Source: an optimization exercise on an open RTL-to-GDS flow (aim: small area and a short achievable clock period). Production flows keep margins and buffers that such runs may drop.
Where RTL was checked, it was by simulation tests only, not by an equivalence proof against the original.
Power figures rest on the tool's default switching activity, not on a simulated workload.

== raven ==
==> module rf_read, before the edit <==
module rf_read (
	input  logic [31:1]          i_sel,
	input  logic [31:1][31:0]    i_regs,
	input  logic                 i_hit_load,
	input  cpu_pkg::word_t       i_mem,
	input  logic                 i_hit_val,
	input  cpu_pkg::word_t       i_val,
	output cpu_pkg::word_t       o_data,
	output cpu_pkg::word_t       o_data2,
	output cpu_pkg::word_t       o_data3
);
	for (genvar b = 0; b < 32; b++) begin : g_bit
		logic [31:1] d;
		always_comb begin
			for (int i = 1; i < 32; i++) d[i] = i_regs[i][b];
		end
		rf_read_bit u (
			.i_sel(i_sel), .i_d(d), .i_hit_load(i_hit_load), .i_mem(i_mem[b]),
			.i_hit_val(i_hit_val), .i_val(i_val[b]), .o_q(o_data[b]), .o_q2(o_data2[b]), .o_q3(o_data3[b])
		);
	end
endmodule
==> module reg_file, before the edit <==
module reg_file (
	input  logic              i_clk,
	input  logic              i_rst_n,
	input  cpu_pkg::reg_idx_t i_ra_idx,
	input  cpu_pkg::reg_idx_t i_rb_idx0,
	input  cpu_pkg::reg_idx_t i_rb_idx1,
	input  logic              i_rb_pick,
	input  logic              i_rb_pick_n,
	input  cpu_pkg::reg_idx_t i_wr_idx,
	input  logic              i_we,
	input  logic              i_load,
	input  cpu_pkg::word_t    i_wdata,
	input  cpu_pkg::word_t    i_mem_rdata,
	output cpu_pkg::dmem_addr_t o_load_addr,
	output cpu_pkg::word_t    o_rdata_a,
	output cpu_pkg::word_t    o_rdata_a2,
	output cpu_pkg::word_t    o_rdata_b,
	output cpu_pkg::word_t    o_rdata_b2,
	output cpu_pkg::word_t    o_rdata_b3
);
	localparam int N = 2**5;
	logic [N-1:1][31:0] regs;
	logic [N-1:1]   valid_q;
	logic [N-1:1]   wsel;
	logic [N-1:1]   rvalid_n;
	logic [N-1:1]   rsel_a;
	logic [N-1:1]   rsel_b;
	logic           hit_load_a, hit_val_a, hit_load_b, hit_val_b;
	logic              wb_v_q;
	logic              wb_load_q;
	cpu_pkg::reg_idx_t wb_idx_q;
	cpu_pkg::word_t    wb_val_q;
	cpu_pkg::word_t    wb_data;
	always_ff @(posedge i_clk or negedge i_rst_n) begin
		if (!i_rst_n) begin
			wb_v_q <= 1'b0;
		end else begin
			wb_v_q <= i_we && (i_wr_idx != '0);
		end
	end
	always_ff @(posedge i_clk) begin
		wb_load_q <= i_load;
		wb_idx_q  <= i_wr_idx;
		wb_val_q  <= i_wdata;
	end
	assign o_load_addr = wb_val_q[6-1:0];
	assign wb_data     = wb_load_q ? i_mem_rdata : wb_val_q;
	always_comb begin
		for (int i = 1; i < N; i++) begin
			wsel[i]     = wb_v_q && (wb_idx_q == i);
			rvalid_n[i] = !(valid_q[i] && !wsel[i]);
		end
	end
	always_ff @(posedge i_clk or negedge i_rst_n) begin
		if (!i_rst_n) begin
			valid_q <= '0;
		end else begin
			valid_q <= valid_q | wsel;
		end
	end
	for (genvar i = 1; i < N; i++) begin : g_reg
		always_ff @(posedge i_clk) begin
			if (wsel[i]) regs[i] <= wb_data;
		end
	end
	rf_select sel_a_i (
		.i_idx(i_ra_idx), .i_valid_n(rvalid_n), .i_wb_idx(wb_idx_q), .i_wb_v(wb_v_q),
		.i_wb_load(wb_load_q), .o_sel(rsel_a), .o_hit_load(hit_load_a), .o_hit_val(hit_val_a)
	);
	rf_select2 sel_b_i (
		.i_idx0(i_rb_idx0), .i_idx1(i_rb_idx1), .i_pick(i_rb_pick), .i_pick_n(i_rb_pick_n),
		.i_valid_n(rvalid_n), .i_wb_idx(wb_idx_q), .i_wb_v(wb_v_q),
		.i_wb_load(wb_load_q), .o_sel(rsel_b), .o_hit_load(hit_load_b), .o_hit_val(hit_val_b)
	);
	rf_read read_a_i (
		.i_sel(rsel_a), .i_regs(regs), .i_hit_load(hit_load_a), .i_mem(i_mem_rdata),
		.i_hit_val(hit_val_a), .i_val(wb_val_q), .o_data(o_rdata_a), .o_data2(o_rdata_a2), .o_data3()
	);
	rf_read read_b_i (
		.i_sel(rsel_b), .i_regs(regs), .i_hit_load(hit_load_b), .i_mem(i_mem_rdata),
		.i_hit_val(hit_val_b), .i_val(wb_val_q), .o_data(o_rdata_b), .o_data2(o_rdata_b2), .o_data3(o_rdata_b3)
	);
endmodule
clock: 16.0 ns
lec_check: 0
cap_margin: 20
core_margin: 2
core_utilization: 60
gpl_routability_driven: 0
place_density: 0.7
setup_slack_margin: 5
slew_margin: 20
synth_hierarchical: 1
synth_memory_max_bits: 16384
synth_minimum_keep_size: 0
standard.sh (not shown) runs the stock make flow with config.mk's settings and CLKGATE_MAP_FILE= SYNTH_SCRIPT=/design/flow/synth_recipe.tcl, a recipe that flattens the netlist after the stock synthesis.
==> flow/flow/run.sh <==
#!/bin/bash
# The standard layout with these changes: synthesis sees a strong driver
# and a light load on each module port, so it leaves cells at their smallest
# size; resizing may change a cell's footprint; port buffers are buf_4; timing
# repair aims at a larger setup margin; the clock tree uses clkbuf_8 without
# dummy loads.
set -euo pipefail
bash standard.sh \
  ABC_LOAD_IN_FF=1 \
  ABC_DRIVER_CELL=sky130_fd_sc_hd__buf_4 \
  MATCH_CELL_FOOTPRINT=0 \
  SETUP_SLACK_MARGIN=7 \
  TNS_END_PERCENT=10 \
  BUFFER_PORTS_ARGS="-buffer_cell sky130_fd_sc_hd__buf_4" \
  CTS_ARGS="-sink_clustering_enable -repair_clock_nets -dont_use_dummy_load -buf_list sky130_fd_sc_hd__clkbuf_8 -sink_clustering_size 16 -sink_clustering_max_diameter 70" \
  finish > make.log 2>&1
--- input diff raven..fjord ---
diff --git a/flow/design.v b/flow/design.v
--- a/flow/design.v
+++ b/flow/design.v
@@ -329,7 +329,36 @@
 	rf_nand3 l4b (.a(l3[0]), .b(l3[1]), .c(wb_n), .y(o_q2));
 	rf_nand3 l4c (.a(l3[0]), .b(l3[1]), .c(wb_n), .y(o_q3));
 endmodule
-module rf_read (
+module rf_read_bit_small (
+	input  logic [31:1] i_sel,
+	input  logic [31:1] i_d,
+	input  logic        i_hit_load,
+	input  logic        i_mem,
+	input  logic        i_hit_val,
+	input  logic        i_val,
+	output logic        o_q
+);
+	logic [10:0] l1;
+	logic [2:0]  l2;
+	logic        l3;
+	logic        wb_n;
+	for (genvar g = 0; g < 10; g++) begin : g_l1
+		rf_aoi222 u (
+			.a1(i_sel[3*g+1]), .a2(i_d[3*g+1]), .b1(i_sel[3*g+2]), .b2(i_d[3*g+2]),
+			.c1(i_sel[3*g+3]), .c2(i_d[3*g+3]), .y(l1[g])
+		);
+	end
+	rf_nand2 l1_last (.a(i_sel[31]), .b(i_d[31]), .y(l1[10]));
+	rf_nand4 l2_0 (.a(l1[0]), .b(l1[1]), .c(l1[2]), .d(l1[3]), .y(l2[0]));
+	rf_nand4 l2_1 (.a(l1[4]), .b(l1[5]), .c(l1[6]), .d(l1[7]), .y(l2[1]));
+	rf_nand3 l2_2 (.a(l1[8]), .b(l1[9]), .c(l1[10]), .y(l2[2]));
+	rf_nor3 l3_i (.a(l2[0]), .b(l2[1]), .c(l2[2]), .y(l3));
+	rf_aoi22 wb (.a1(i_hit_load), .a2(i_mem), .b1(i_hit_val), .b2(i_val), .y(wb_n));
+	rf_nand2 l4 (.a(l3), .b(wb_n), .y(o_q));
+endmodule
+module rf_read #(
+	parameter int FAST_BITS = 32
+) (
 	input  logic [31:1]          i_sel,
 	input  logic [31:1][31:0]    i_regs,
 	input  logic                 i_hit_load,
@@ -345,10 +374,19 @@
 		always_comb begin
 			for (int i = 1; i < 32; i++) d[i] = i_regs[i][b];
 		end
-		rf_read_bit u (
-			.i_sel(i_sel), .i_d(d), .i_hit_load(i_hit_load), .i_mem(i_mem[b]),
-			.i_hit_val(i_hit_val), .i_val(i_val[b]), .o_q(o_data[b]), .o_q2(o_data2[b]), .o_q3(o_data3[b])
-		);
+		if (b < FAST_BITS) begin : g_fast
+			rf_read_bit u (
+				.i_sel(i_sel), .i_d(d), .i_hit_load(i_hit_load), .i_mem(i_mem[b]),
+				.i_hit_val(i_hit_val), .i_val(i_val[b]), .o_q(o_data[b]), .o_q2(o_data2[b]), .o_q3(o_data3[b])
+			);
+		end else begin : g_small
+			rf_read_bit_small u (
+				.i_sel(i_sel), .i_d(d), .i_hit_load(i_hit_load), .i_mem(i_mem[b]),
+				.i_hit_val(i_hit_val), .i_val(i_val[b]), .o_q(o_data[b])
+			);
+			assign o_data2[b] = o_data[b];
+			assign o_data3[b] = o_data[b];
+		end
 	end
 endmodule
 module reg_file (
@@ -425,7 +463,7 @@
 		.i_valid_n(rvalid_n), .i_wb_idx(wb_idx_q), .i_wb_v(wb_v_q),
 		.i_wb_load(wb_load_q), .o_sel(rsel_b), .o_hit_load(hit_load_b), .o_hit_val(hit_val_b)
 	);
-	rf_read read_a_i (
+	rf_read #(.FAST_BITS(6)) read_a_i (
 		.i_sel(rsel_a), .i_regs(regs), .i_hit_load(hit_load_a), .i_mem(i_mem_rdata),
 		.i_hit_val(hit_val_a), .i_val(wb_val_q), .o_data(o_rdata_a), .o_data2(o_rdata_a2), .o_data3()
 	);
--- outcome ---
fjord vs raven: non-clock buffer count up
The run showing the greater worst slack after detailed placement is raven.
Of the two values seen for capture point of the critical path, o_dmem_addr[5] was produced by raven and o_dmem_wdata[18] by fjord.
fjord gives more peak supply drop than raven did.
Looking at fjord and raven, the internal power contribution is a wash.
In terms of share of total power in combinational logic, raven and fjord differ only marginally.
Reported for fjord and raven, total I/O pin count turned out identical to the last digit.
Going from raven to fjord, the final worst setup slack was found to have gone up by 49 ps.
From fjord to raven, final-report setup violation count did not move at all.
Of fjord and raven, it is fjord that has the lower transition time at the pin with the least slew margin.
Net count after synthesis | fjord below raven
In fjord relative to raven, row count had gone down slightly.


alpha:
Another version of the RTL of cpu_top (not shown whole).
Size: about 0.13 mm^2 of cells after synthesis.
==> module data_mem, before the edit <==
module data_mem (
	input  logic                i_clk,
	input  logic                i_we,
	input  cpu_pkg::word_t      i_wdata,
	input  cpu_pkg::dmem_addr_t i_addr,
	output cpu_pkg::word_t      o_rdata
);
	localparam int N = 2**6;
	logic [N-1:0][31:0] mem;
	logic [N-1:0]       wsel;
	logic               we_n;
	logic [N-1:0]       rsel;
	logic [7:0]         rlo_n, rhi_n;
	logic [7:0]         rlo_n_q, rhi_n_q;
	rf_predec3 rlo_i (.i_a(i_addr[2:0]), .o_n(rlo_n));
	rf_predec3 rhi_i (.i_a(i_addr[5:3]), .o_n(rhi_n));
	assign we_n = ~i_we;
	for (genvar i = 0; i < N; i++) begin : g_word
		rf_nor3 wsel_i (.a(rlo_n[i % 8]), .b(rhi_n[i / 8]), .c(we_n), .y(wsel[i]));
		always_ff @(posedge i_clk) begin
			if (wsel[i]) mem[i] <= i_wdata;
		end
	end
	always_ff @(posedge i_clk) begin
		rlo_n_q <= rlo_n;
		rhi_n_q <= rhi_n;
	end
	dm_decode decode_i (.i_lo_n(rlo_n_q), .i_hi_n(rhi_n_q), .o_sel(rsel));
	dm_read read_i (.i_sel(rsel), .i_mem(mem), .o_data(o_rdata));
endmodule
==> module cpu_top, before the edit <==
module cpu_top (
	input  logic                i_clk,
	input  logic                i_rst_n,
	input  cpu_pkg::instr_t     i_instr,
	output cpu_pkg::pc_t        o_pc,
	output logic                o_dmem_we,
	output cpu_pkg::dmem_addr_t o_dmem_addr,
	output cpu_pkg::word_t      o_dmem_wdata,
	output cpu_pkg::status_t    o_status
);
	logic is_r, is_addi, is_sw, is_lw, is_j, is_jal, is_jr, is_bne, is_blt, is_setx;
	logic b_is_rt, b_is_rd, reg_we, ovf_chk;
	cpu_pkg::reg_idx_t rd;
	cpu_pkg::reg_idx_t rs;
	cpu_pkg::reg_idx_t rt;
	cpu_pkg::word_t    imm;
	cpu_pkg::word_t rdata_a;
	cpu_pkg::word_t rdata_a2;
	cpu_pkg::word_t rdata_b2;
	cpu_pkg::word_t rdata_b3;
	cpu_pkg::word_t rdata_b;
	cpu_pkg::word_t alu_result;
	cpu_pkg::word_t mem_rdata;
	cpu_pkg::word_t wb_data;
	cpu_pkg::pc_t   pc_plus_one;
	cpu_pkg::dmem_addr_t mem_addr;
	cpu_pkg::status_t status_q;
	logic alu_ovf, alu_ne, alu_lt;
	assign rd  = i_instr[26:22];
	assign rs  = i_instr[21:17];
	assign rt  = i_instr[16:12];
	assign imm = {{(32-17){i_instr[17-1]}}, i_instr[17-1:0]};
	instr_decoder decoder_i (
		.i_instr     (i_instr),
		.ctl_is_r    (is_r),
		.ctl_is_addi (is_addi),
		.ctl_is_sw   (is_sw),
		.ctl_is_lw   (is_lw),
		.ctl_is_j    (is_j),
		.ctl_is_jal  (is_jal),
		.ctl_is_jr   (is_jr),
		.ctl_is_bne  (is_bne),
		.ctl_is_blt  (is_blt),
		.ctl_is_setx (is_setx),
		.ctl_b_is_rt (b_is_rt),
		.ctl_b_is_rd (b_is_rd),
		.ctl_reg_we  (reg_we),
		.ctl_ovf_chk (ovf_chk)
	);
	reg_file reg_file_i (
		.i_clk     (i_clk),
		.i_rst_n   (i_rst_n),
		.i_ra_idx  (rs),
		.i_rb_idx0 (rt),
		.i_rb_idx1 (rd),
		.i_rb_pick (b_is_rd),
		.i_rb_pick_n (b_is_rt),
		.i_wr_idx  (is_jal ? 5'd31 : rd),
		.i_we      (reg_we),
		.i_load    (is_lw),
		.i_wdata   (wb_data),
		.i_mem_rdata (mem_rdata),
		.o_rdata_a (rdata_a),
		.o_rdata_a2 (rdata_a2),
		.o_rdata_b (rdata_b),
		.o_rdata_b2 (rdata_b2),
		.o_rdata_b3 (rdata_b3)
	);
	alu alu_i (
		.i_a      (rdata_a),
		.i_b      (rdata_b),
		.i_imm    (imm),
		.i_is_r   (is_r),
		.i_use_imm (i_instr[27] | i_instr[30]),
		.i_sub    (is_r & (i_instr[6:2] == 5'd1)),
		.i_funct  (i_instr[6:2]),
		.i_shamt  (i_instr[11:7]),
		.o_result (alu_result),
		.o_ovf    (alu_ovf)
	);
	br_cmp br_cmp_i (.i_a(rdata_a), .i_b(rdata_b), .o_ne(alu_ne), .o_lt(alu_lt));
	addr_add addr_add_i (.i_a(rdata_a2[6-1:0]), .i_b(imm[6-1:0]), .o_sum(mem_addr));
	data_mem data_mem_i (
		.i_clk   (i_clk),
		.i_we    (is_sw & i_rst_n),
		.i_wdata (rdata_b3),
		.i_addr  (alu_result[6-1:0]),
		.o_rdata (mem_rdata)
	);
	assign wb_data = is_jal ? {{(32-12){1'b0}}, pc_plus_one} : alu_result;
	pc_unit pc_unit_i (
		.i_clk         (i_clk),
		.i_rst_n       (i_rst_n),
		.i_instr       (i_instr),
		.i_is_j        (is_j | is_jal),
		.i_is_jr       (is_jr),
		.i_is_bne      (is_bne),
		.i_is_blt      (is_blt),
		.i_ne          (alu_ne),
		.i_lt          (alu_lt),
		.i_jr_addr     (rdata_b),
		.o_pc          (o_pc),
		.o_pc_plus_one (pc_plus_one)
	);
	always_ff @(posedge i_clk or negedge i_rst_n) begin
		if (!i_rst_n) begin
			status_q <= '0;
		end else if (is_setx) begin
			status_q <= i_instr[27-1:0];
		end else if (ovf_chk) begin
			status_q <= {{(27-1){1'b0}}, alu_ovf};
		end
	end
	assign o_status     = status_q;
	assign o_dmem_addr  = mem_addr;
	assign o_dmem_wdata = rdata_b2;
	assign o_dmem_we    = is_sw & i_rst_n;
endmodule
clock: 16.0 ns
lec_check: 0
cap_margin: 20
core_margin: 2
core_utilization: 60
gpl_routability_driven: 0
place_density: 0.7
setup_slack_margin: 5
slew_margin: 20
synth_hierarchical: 1
synth_memory_max_bits: 16384
synth_minimum_keep_size: 0
==> flow/flow/run.sh <==
#!/bin/bash
# The standard layout with these changes: synthesis sees a strong driver
# and a light load on each module port, so it leaves cells at their smallest
# size; resizing may change a cell's footprint; port buffers are buf_4; timing
# repair aims at a larger setup margin; the clock tree uses clkbuf_8 without
# dummy loads.
set -euo pipefail
bash standard.sh \
  ABC_LOAD_IN_FF=1 \
  ABC_DRIVER_CELL=sky130_fd_sc_hd__buf_4 \
  MATCH_CELL_FOOTPRINT=0 \
  SETUP_SLACK_MARGIN=7 \
  TNS_END_PERCENT=20 \
  BUFFER_PORTS_ARGS="-buffer_cell sky130_fd_sc_hd__buf_4" \
  CTS_ARGS="-sink_clustering_enable -repair_clock_nets -dont_use_dummy_load -buf_list sky130_fd_sc_hd__clkbuf_8 -sink_clustering_size 16 -sink_clustering_max_diameter 70" \
  finish > make.log 2>&1
Edits applied to the flow inputs when going from alpha to beta:
-- flow/design.v --
<<< alpha, line 544
`timescale 1ns/1ns
`default_nettype none
module dm_read_bit (
	input  logic [63:0] i_sel,
>>> beta, line 544
`timescale 1ns/1ns
`default_nettype none
module dm_select (
	input  cpu_pkg::dmem_addr_t i_base,
	input  cpu_pkg::dmem_addr_t i_offset,
	output logic [2**6-1:0] o_sel
);
	always_comb begin
		for (int k = 0; k < 2**6; k++) begin
			logic m;
			logic c;
			m = 1'b1;
			for (int i = 0; i < 6; i++) begin
				if (i == 0) c = 1'b0;
				else c = (i_base[i-1] == i_offset[i-1]) ? i_base[i-1] : ~k[i-1];
				m = m & ((i_base[i] ^ i_offset[i] ^ c) == k[i]);
			end
			o_sel[k] = m;
		end
	end
endmodule
module dm_read_bit (
	input  logic [63:0] i_sel,
<<< alpha, line 593
	input  logic                i_clk,
	input  logic                i_we,
	input  cpu_pkg::word_t      i_wdata,
	input  cpu_pkg::dmem_addr_t i_addr,
	output cpu_pkg::word_t      o_rdata
);
	localparam int N = 2**6;
	logic [N-1:0][31:0] mem;
	logic [N-1:0]       wsel;
	logic               we_n;
	logic [N-1:0]       rsel;
	logic [7:0]         rlo_n, rhi_n;
	logic [7:0]         rlo_n_q, rhi_n_q;
	rf_predec3 rlo_i (.i_a(i_addr[2:0]), .o_n(rlo_n));
	rf_predec3 rhi_i (.i_a(i_addr[5:3]), .o_n(rhi_n));
	assign we_n = ~i_we;
	for (genvar i = 0; i < N; i++) begin : g_word
		rf_nor3 wsel_i (.a(rlo_n[i % 8]), .b(rhi_n[i / 8]), .c(we_n), .y(wsel[i]));
		always_ff @(posedge i_clk) begin
			if (wsel[i]) mem[i] <= i_wdata;
		end
	end
	always_ff @(posedge i_clk) begin
		rlo_n_q <= rlo_n;
>>> beta, line 612
	input  logic                i_clk,
	input  logic                i_we,
	input  cpu_pkg::dmem_addr_t i_base,
	input  cpu_pkg::dmem_addr_t i_offset,
	input  cpu_pkg::word_t      i_wdata,
	input  cpu_pkg::dmem_addr_t i_raddr_next,
	output cpu_pkg::word_t      o_rdata
);
	localparam int N = 2**6;
	logic [N-1:0][31:0] mem;
	logic [N-1:0]       sel;
	logic [N-1:0]       rsel;
	logic [7:0]         rlo_n, rhi_n;
	logic [7:0]         rlo_n_q, rhi_n_q;
	dm_select select_i (.i_base(i_base), .i_offset(i_offset), .o_sel(sel));
	for (genvar i = 0; i < N; i++) begin : g_word
		always_ff @(posedge i_clk) begin
			if (i_we && sel[i]) mem[i] <= i_wdata;
		end
	end
	rf_predec3 rlo_i (.i_a(i_raddr_next[2:0]), .o_n(rlo_n));
	rf_predec3 rhi_i (.i_a(i_raddr_next[5:3]), .o_n(rhi_n));
	always_ff @(posedge i_clk) begin
		rlo_n_q <= rlo_n;
<<< alpha, line 736
		.i_clk   (i_clk),
		.i_we    (is_sw & i_rst_n),
		.i_wdata (rdata_b3),
		.i_addr  (alu_result[6-1:0]),
		.o_rdata (mem_rdata)
	);
>>> beta, line 755
		.i_clk   (i_clk),
		.i_we    (is_sw & i_rst_n),
		.i_base  (rdata_a[6-1:0]),
		.i_offset (imm[6-1:0]),
		.i_wdata (rdata_b3),
		.i_raddr_next (alu_result[6-1:0]),
		.o_rdata (mem_rdata)
	);
==> comparison <==
Diff beta and alpha: signal arrival time at the worst endpoint lower in beta. In the metrics for beta and alpha, the one carrying the lower maximum clock skew at final layout is alpha. Diff beta and alpha: final clock period utilization by the worst path lower in beta. In terms of reported combinational group power, alpha and beta differ only marginally. Summary: with alpha as the reference, routed wire length in beta moved up by a few percent. The met3 usage in global routing reported for beta is smaller than that of alpha by 5.1 points. Wire length on met3, beta and alpha, lower one = beta. On post-synthesis instance area, alpha beats beta. Compared with alpha, number of multi-input logic gates in beta increased by a few percent. On proportion of power drawn by combinational gates, beta and alpha are neck and neck. Against alpha, worst slew margin relative to its limit in beta came out worse. Chip width grows slightly when moving from alpha to beta.
No run of this note included a check of the RTL's function; only the layout flow was run.

separate check: timing with driven ports:
How much do the figures lean on ideal ports? The routed layouts below were timed once more, with nothing changed but the port constraints. Step 1 assumes that a clkbuf_16 drives the clock port and a buf_2 every other input. Step 2 adds t to the input delays and takes it off the output delays; t is the mean of the earliest and latest rising clock arrival at the registers after step 1. Input paths then give back, and output paths get back, about the clock's delay inside the block. Slacks: no drivers / after step 1 / after step 2; pairs: no drivers / after step 1.
| run | t, ns | slack for setup (ns) | hold slack, ns | latest minus earliest clock arrival (ns) |
|---|---|---|---|---|
| raven | 1.106 | 6.788 / 6.576 / 6.258 | 0.475 / 0.475 / 0.475 | 0.152 / 0.152 |
| fjord | 1.140 | 6.836 / 6.790 / 6.220 | 0.477 / 0.477 / 0.477 | 0.120 / 0.120 |
| alpha | 1.089 | 6.630 / 6.604 / 5.599 | 0.477 / 0.477 / 0.477 | 0.121 / 0.121 |
| beta | 1.105 | 6.837 / 6.783 / 6.245 | 0.478 / 0.478 / 0.478 | 0.168 / 0.168 |
After both steps setup and hold are still met in every run listed. For alpha, which loses most, drivers alone change the setup slack by -0.026 ns; drivers and shift together by -1.031 ns.
